This is an optimization exercise on Yosys and OpenROAD, whose aim is small area, not a production implementation.
Only simulation tests tie the RTL to the original design; equivalence was not proved.
Power is estimated from default activity; no workload was simulated.

==> flow/design.v <==
package mips_pkg;
    localparam int DATA_W = 32;
    localparam int ADDR_W = 5;
    localparam int DEPTH  = 32;
    typedef logic [DATA_W-1:0] word_t;
    typedef logic [ADDR_W-1:0] reg_addr_t;
    localparam reg_addr_t REG_ZERO    = 5'd0;
    localparam logic      WB_SEL_ALU  = 1'b0;
    localparam logic      WB_SEL_MEM  = 1'b1;
    localparam logic      ADDR_SEL_RT = 1'b0;
    localparam logic      ADDR_SEL_RD = 1'b1;
endpackage
module wb_mux (
    input  logic      wb_write_en,
    input  logic      wb_addr_sel,
    input  logic      wb_data_sel,
    input  mips_pkg::reg_addr_t wb_addr1,
    input  mips_pkg::reg_addr_t wb_addr2,
    input  mips_pkg::word_t     ALU_result,
    input  mips_pkg::word_t     mem_data,
    output mips_pkg::reg_addr_t wb_addr,
    output mips_pkg::word_t     wb_data,
    output logic      wb_valid
);
    assign wb_addr  = (wb_addr_sel == mips_pkg::ADDR_SEL_RD) ? wb_addr2 : wb_addr1;
    assign wb_data  = (wb_data_sel == mips_pkg::WB_SEL_MEM) ? mem_data : ALU_result;
    assign wb_valid = wb_write_en && (wb_addr != mips_pkg::REG_ZERO);
endmodule
module rf_store (
    input  logic                                clk,
    input  logic [mips_pkg::DEPTH-1:1]          wen,
    input  logic [mips_pkg::DEPTH-1:1]          wen_n,
    input  logic [mips_pkg::DATA_W-1:0]         dcol,
    output logic [mips_pkg::DEPTH*mips_pkg::DATA_W-1:mips_pkg::DATA_W] s
);
    genvar gj, gb;
    generate
        for (gj = 1; gj < mips_pkg::DEPTH; gj++) begin : g_row
            logic [mips_pkg::DATA_W-1:0] row_q;
            for (gb = 0; gb < mips_pkg::DATA_W; gb++) begin : g_bit
                always_ff @(posedge clk) begin
                    row_q[gb] <= ~((row_q[gb] | wen[gj]) & (wen_n[gj] | dcol[gb]));
                end
            end
            assign s[gj*mips_pkg::DATA_W +: mips_pkg::DATA_W] = row_q;
        end
    endgenerate
endmodule
module rf_aoi3 (
    input  logic [2:0] a,
    input  logic [2:0] b,
    output logic       y
);
    assign y = ~|(a & b);
endmodule
module rf_nand4 (
    input  logic [3:0] a,
    output logic       y
);
    assign y = ~&a;
endmodule
module rf_grp_last (
    input  logic [1:0] part_n,
    input  logic [1:0] a,
    input  logic [1:0] b,
    output logic       y
);
    assign y = ~(&part_n & ~|(a & b));
endmodule
module rf_fin (
    input  logic [2:0] grp,
    input  logic       pe,
    output logic       y
);
    assign y = (|grp) ^ pe;
endmodule
module rf_xor2 (
    input  logic a,
    input  logic b,
    output logic y
);
    assign y = a ^ b;
endmodule
module rf_read (
    input  logic [mips_pkg::DEPTH-1:0]          sel,
    input  logic                                pe,
    input  logic [mips_pkg::DATA_W-1:0]         byp_word,
    input  logic [mips_pkg::DEPTH*mips_pkg::DATA_W-1:mips_pkg::DATA_W] s,
    output logic [mips_pkg::DATA_W-1:0]         m
);
    genvar gb, gg;
    generate
        for (gb = 0; gb < mips_pkg::DATA_W; gb++) begin : g_bit
            logic [mips_pkg::DEPTH-1:0] col;
            logic [9:0]                 part_n;
            logic [2:0]                 grp;
            assign col[0] = byp_word[gb];
            for (gg = 1; gg < mips_pkg::DEPTH; gg++) begin : g_col
                assign col[gg] = s[gg*mips_pkg::DATA_W + gb];
            end
            for (gg = 0; gg < 10; gg++) begin : g_aoi3
                rf_aoi3 u_aoi (.a(sel[3*gg +: 3]), .b(col[3*gg +: 3]), .y(part_n[gg]));
            end
            rf_nand4    u_grp0 (.a(part_n[3:0]), .y(grp[0]));
            rf_nand4    u_grp1 (.a(part_n[7:4]), .y(grp[1]));
            rf_grp_last u_grp2 (.part_n(part_n[9:8]), .a(sel[31:30]), .b(col[31:30]), .y(grp[2]));
            rf_fin      u_fin  (.grp(grp), .pe(pe), .y(m[gb]));
        end
    endgenerate
endmodule
module wb_regfile (
    input  logic      clk,
    input  logic      reset,
    input  mips_pkg::word_t     ALU_result,
    input  mips_pkg::word_t     mem_data,
    input  logic      wb_write_en,
    input  logic      wb_addr_sel,
    input  logic      wb_data_sel,
    input  mips_pkg::reg_addr_t wb_addr1,
    input  mips_pkg::reg_addr_t wb_addr2,
    input  mips_pkg::reg_addr_t rs_addr,
    input  mips_pkg::reg_addr_t rt_addr,
    output mips_pkg::word_t     rs_data,
    output mips_pkg::word_t     rt_data,
    output mips_pkg::reg_addr_t wb_addr,
    output mips_pkg::word_t     wb_data,
    output logic      wb_valid
);
    wb_mux u_wb_mux (
        .wb_write_en (wb_write_en),
        .wb_addr_sel (wb_addr_sel),
        .wb_data_sel (wb_data_sel),
        .wb_addr1    (wb_addr1),
        .wb_addr2    (wb_addr2),
        .ALU_result  (ALU_result),
        .mem_data    (mem_data),
        .wb_addr     (wb_addr),
        .wb_data     (wb_data),
        .wb_valid    (wb_valid)
    );
    logic [mips_pkg::DEPTH-1:1] wen;
    genvar gi;
    generate
        for (gi = 1; gi < mips_pkg::DEPTH; gi++) begin : g_wen
            assign wen[gi] = wb_valid && (wb_addr == mips_pkg::ADDR_W'(gi));
        end
    endgenerate
    logic phase;
    always_ff @(posedge clk or negedge reset) begin
        if (!reset) begin
            phase <= 1'b0;
        end else begin
            phase <= ~phase;
        end
    end
    logic [mips_pkg::DATA_W-1:0] dcol;
    genvar gd;
    generate
        for (gd = 0; gd < mips_pkg::DATA_W; gd++) begin : g_dcol
            rf_xor2 u_x (.a(wb_data[gd]), .b(phase), .y(dcol[gd]));
        end
    endgenerate
    logic [mips_pkg::DEPTH-1:1] valid;
    always_ff @(posedge clk or negedge reset) begin
        if (!reset) begin
            valid <= '0;
        end else begin
            valid <= valid | wen;
        end
    end
    logic [mips_pkg::DEPTH*mips_pkg::DATA_W-1:mips_pkg::DATA_W] s;
    rf_store u_store (
        .clk   (clk),
        .wen   (wen),
        .wen_n (~wen),
        .dcol  (dcol),
        .s     (s)
    );
    function automatic logic [mips_pkg::DEPTH-1:0] read_sel(input logic [mips_pkg::ADDR_W-1:0] addr);
        logic [mips_pkg::DEPTH-1:0] sel;
        logic                       byp;
        byp = reset && wb_valid && (addr == wb_addr);
        sel = '0;
        sel[0] = byp;
        for (int j = 1; j < mips_pkg::DEPTH; j++) begin
            sel[j] = reset && !byp && valid[j] && (addr == mips_pkg::ADDR_W'(j));
        end
        read_sel = sel;
    endfunction
    logic [mips_pkg::DEPTH-1:0] rs_sel, rt_sel;
    assign rs_sel = read_sel(rs_addr);
    assign rt_sel = read_sel(rt_addr);
    rf_read u_rs (.sel(rs_sel), .pe(phase && (|rs_sel)), .byp_word(dcol), .s(s), .m(rs_data));
    rf_read u_rt (.sel(rt_sel), .pe(phase && (|rt_sel)), .byp_word(dcol), .s(s), .m(rt_data));
endmodule
clock: 8.0 ns
lec_check: 0
cap_margin: 20
core_margin: 2
core_utilization: 45
place_density: 0.55
slew_margin: 20
synth_hierarchical: 1
standard.sh (not shown) runs the stock make flow with config.mk's settings and CLKGATE_MAP_FILE= SYNTH_SCRIPT=/design/flow/synth_recipe.tcl, a recipe that flattens the netlist after the stock synthesis.
==> flow/flow/run.sh <==
#!/bin/bash
# Layout flow: the standard flow (standard.sh, its synthesis unchanged) with
#  - port buffers of the smallest buffer cell instead of the one buffer_ports picks,
# The full make output goes to flow_make.log; each ORFS step logs under orfs/logs/.
set -euo pipefail
bash standard.sh \
  "BUFFER_PORTS_ARGS=-buffer_cell sky130_fd_sc_hd__buf_1" \
  finish > flow_make.log 2>&1
The first run finished with timing, DRC and antenna clean.
Change:
==> flow/flow/run.sh (replaced) <==
#!/bin/bash
# Layout flow: the standard flow (standard.sh, its synthesis unchanged) with
#  - port buffers of the smallest buffer cell instead of the one buffer_ports picks,
#  - clock tree of small clock buffers without dummy loads,
# The full make output goes to flow_make.log; each ORFS step logs under orfs/logs/.
set -euo pipefail
bash standard.sh \
  "BUFFER_PORTS_ARGS=-buffer_cell sky130_fd_sc_hd__buf_1" \
  "CTS_ARGS=-sink_clustering_enable -repair_clock_nets -dont_use_dummy_load -buf_list {sky130_fd_sc_hd__clkbuf_4} -root_buf sky130_fd_sc_hd__clkbuf_16 -sink_clustering_size 10 -sink_clustering_max_diameter 50" \
  finish > flow_make.log 2>&1
Effect: The new run passed the timing, DRC and antenna checks; core utilization went down by 2.9 points; total power went down by 17%; via count hardly moves; sequential power hardly moves.
Change:
--- a/flow/flow/run.sh
+++ b/flow/flow/run.sh
@@ -7,4 +7,4 @@
 bash standard.sh \
   "BUFFER_PORTS_ARGS=-buffer_cell sky130_fd_sc_hd__buf_1" \
-  "CTS_ARGS=-sink_clustering_enable -repair_clock_nets -dont_use_dummy_load -buf_list {sky130_fd_sc_hd__clkbuf_4} -root_buf sky130_fd_sc_hd__clkbuf_16 -sink_clustering_size 10 -sink_clustering_max_diameter 50" \
+  "CTS_ARGS=-sink_clustering_enable -repair_clock_nets -dont_use_dummy_load -buf_list {sky130_fd_sc_hd__clkbuf_4 sky130_fd_sc_hd__clkbuf_8} -root_buf sky130_fd_sc_hd__clkbuf_16 -sink_clustering_size 12 -sink_clustering_max_diameter 60" \
   finish > flow_make.log 2>&1
Settings changed: CAP_MARGIN 20 to 5, SLEW_MARGIN 20 to 5.
Result: The new run ran to the end with no violations. Wire length is lower by 0.41%. Die area stays the same. Fmax goes up by 0.34%. Area after synthesis does not change. Utilization is higher by 0.51 points. Register-to-register slack got worse by 0.05 ns. Via count is lower by 0.78%. Design area rises by 1.1%.
Change:
Settings changed: CAP_MARGIN 5 to 20, SLEW_MARGIN 5 to 20.
=> The new run passed the timing, DRC and antenna checks. Flip-flop and latch count is unchanged. Power hardly moves. Global-route usage does not change. Cell area is about the same.

==> afterwards: timing with drivers on the ports <==
How much do the figures lean on ideal ports? The routed layouts below were timed once more, with nothing changed but the port constraints. Step 1, drivers: a clkbuf_16 drives clk and a buf_2 each remaining input, both assumed. Step 2 also shifts input and output timing later by t, the mid clock arrival at the registers, as if the neighbouring blocks saw the same clock. a / b / c = ideal ports / drivers / drivers and shift; a / b = the first two.
| run | t, ns | slack for setup (ns) | worst register clock-pin slew, ns |
|---|---|---|---|
| the first run | 0.754 | 0.357 / 0.321 / 0.321 | 0.06 / 0.06 |
| the second run | 0.796 | 0.266 / 0.231 / 0.231 | 0.12 / 0.12 |
| the third run | 0.690 | 0.292 / 0.256 / 0.256 | 0.09 / 0.09 |
| the fourth run | 0.688 | 0.254 / 0.218 / 0.218 | 0.09 / 0.09 |
After both steps setup and hold are still met in every run listed.
